What follows belongs to an exercise in optimizing a design on an open flow for small area, a short achievable clock period and few clock cycles per item; a production flow would make more cautious choices.
Function was checked by simulation only, so behaviour that the tests miss may differ from the original.
Power and IR drop assume default switching activity.

Design cache_top, start of the top module:
module cache_top (
  input  logic                 clk,
  input  logic                 reset,
  input  logic                 proc_req,
  input  cache_pkg::req_type_t proc_type,
  input  cache_pkg::addr_t     proc_addr,
  input  cache_pkg::data_t     proc_wdata,
  output cache_pkg::data_t     proc_rdata,
  output logic                 proc_hit,
  output logic                 proc_ack,
  output logic                 mem_req,
  output logic                 mem_we,
  output cache_pkg::addr_t     mem_addr,
  output cache_pkg::data_t     mem_wdata,
  input  cache_pkg::data_t     mem_rdata,
  input  logic                 mem_ack
);
export LEC_CHECK = 0
export CAP_MARGIN = 20
export CORE_MARGIN = 2
export CORE_UTILIZATION = 65
export CTS_BUF_LIST = sky130_fd_sc_hd__clkbuf_16
export CTS_CLUSTER_DIAMETER = 80
export CTS_CLUSTER_SIZE = 24
export SETUP_SLACK_MARGIN = 5
export SLEW_MARGIN = 20
export TNS_END_PERCENT = 5
export BUFFER_PORTS_ARGS = -buffer_cell sky130_fd_sc_hd__buf_2
create_clock -name core_clock -period 8.0 [get_ports {clk}]
standard.sh (not shown) runs the stock make flow with config.mk's settings and CLKGATE_MAP_FILE= SYNTH_SCRIPT=/design/flow/synth_recipe.tcl, a recipe that flattens the netlist after the stock synthesis.
==> flow/flow/run.sh <==
#!/bin/bash
# Layout flow: the standard flow (standard.sh, unchanged synthesis and
# steps) with one difference: the buffers that ORFS puts on every input and
# output port are sky130_fd_sc_hd__buf_2 instead of the default cell.
# Each tool's full output goes to a log file in the work folder.
set -euo pipefail
{
  echo ""
  echo "# own flow: port buffer cell"
  echo "export BUFFER_PORTS_ARGS = -buffer_cell sky130_fd_sc_hd__buf_2"
} >> config.mk
cp config.mk flow_config_used.mk
bash standard.sh synth > flow_synth.log 2>&1
bash standard.sh > flow_layout.log 2>&1
test -f out/final.def
Testbench counts at the start, summed over its fixed seeds: cycles 45,681, requests 12,000.
Change:
--- a/flow/config.mk
+++ b/flow/config.mk
@@ -13,5 +13,5 @@
 export CTS_CLUSTER_SIZE = 24
-export SETUP_SLACK_MARGIN = 5
+export SETUP_SLACK_MARGIN = 4.5
 export SLEW_MARGIN = 20
-export TNS_END_PERCENT = 5
+export TNS_END_PERCENT = 60
 
What happened: Hold slack improved by 13 ps. Design area came out lower by 1.7%. Final cell count came out lower by 1.2%. Worst setup slack got worse by 200 ps. Die area is unchanged. Power came out lower by 1.0%. Area after synthesis stays the same. Via count came out lower by 3.6%.
Change:
--- a/flow/config.mk
+++ b/flow/config.mk
@@ -15,3 +15,3 @@
 export SLEW_MARGIN = 20
-export TNS_END_PERCENT = 60
+export TNS_END_PERCENT = 5
 
Effect:
- power is about the same
- via count falls by 0.59%
- design area is lower by 1.1%
- non-clock buffer count shrinks by 39
- hold slack stays flat
- clock-buffer cell count does not change
- routed wire length goes down by 1.2%
- sequential share of layout area grows by 0.75 points
- worst setup slack is worse by 34 ps
Change:
--- a/flow/flow/run.sh
+++ b/flow/flow/run.sh
@@ -3,3 +3,3 @@
 # steps) with one difference: the buffers that ORFS puts on every input and
-# output port are sky130_fd_sc_hd__buf_2 instead of the default cell.
+# output port are sky130_fd_sc_hd__buf_1 instead of the default cell.
 # Each tool's full output goes to a log file in the work folder.
@@ -9,3 +9,3 @@
   echo "# own flow: port buffer cell"
-  echo "export BUFFER_PORTS_ARGS = -buffer_cell sky130_fd_sc_hd__buf_2"
+  echo "export BUFFER_PORTS_ARGS = -buffer_cell sky130_fd_sc_hd__buf_1"
 } >> config.mk
--- a/flow/config.mk
+++ b/flow/config.mk
@@ -9,3 +9,3 @@
 export CORE_MARGIN = 2
-export CORE_UTILIZATION = 65
+export CORE_UTILIZATION = 70
 export CTS_BUF_LIST = sky130_fd_sc_hd__clkbuf_16
@@ -18,2 +18,2 @@
 # own flow: port buffer cell
-export BUFFER_PORTS_ARGS = -buffer_cell sky130_fd_sc_hd__buf_2
+export BUFFER_PORTS_ARGS = -buffer_cell sky130_fd_sc_hd__buf_1
=> The new run passed the timing, design-rule and antenna checks; die area came out lower by about 7%; non-clock buffer count goes up by 21; worst setup slack improves by 40 ps; combinational power barely changes; global-route usage rose by 1.8 points; hold slack hardly moves; register-to-register slack improves by 70 ps; power decreases by 0.33%; via count goes up by about 2%.

-- re-timing with driven ports --
No port has a modelled driver above. Below, the same layouts with a new extraction and two added sets of constraints.
Step 1 sets driving cells, clkbuf_16 on the clock port and buf_2 on the other inputs (assumed; they add their load-dependent delay and slew).
Step 2 times the ports against the registers' clock, not the clock port: input delays grow and output delays shrink by t, the midpoint of the rising clock arrivals with the driver on.
a / b / c = ideal ports / drivers / drivers and shift; a / b = the first two.
run | shift t [ns] | setup slack, ns | clock arrival spread, ns | worst register clock-pin slew, ns | cell pins on the clock port's net
the first run | 0.707 | 4.460 / 4.046 / 3.339 | 0.030 / 0.030 | 0.10 / 0.10 | 1
the second run | 0.699 | 4.259 / 3.987 / 3.288 | 0.022 / 0.022 | 0.10 / 0.10 | 1
the third run | 0.724 | 4.225 / 4.038 / 3.314 | 0.038 / 0.038 | 0.11 / 0.11 | 1
the fourth run | 0.694 | 4.265 / 4.101 / 3.408 | 0.032 / 0.031 | 0.10 / 0.10 | 1
After both steps every run listed still meets setup and hold. For the first run, which loses most, drivers alone change the setup slack by -0.414 ns; drivers and shift together by -1.121 ns.
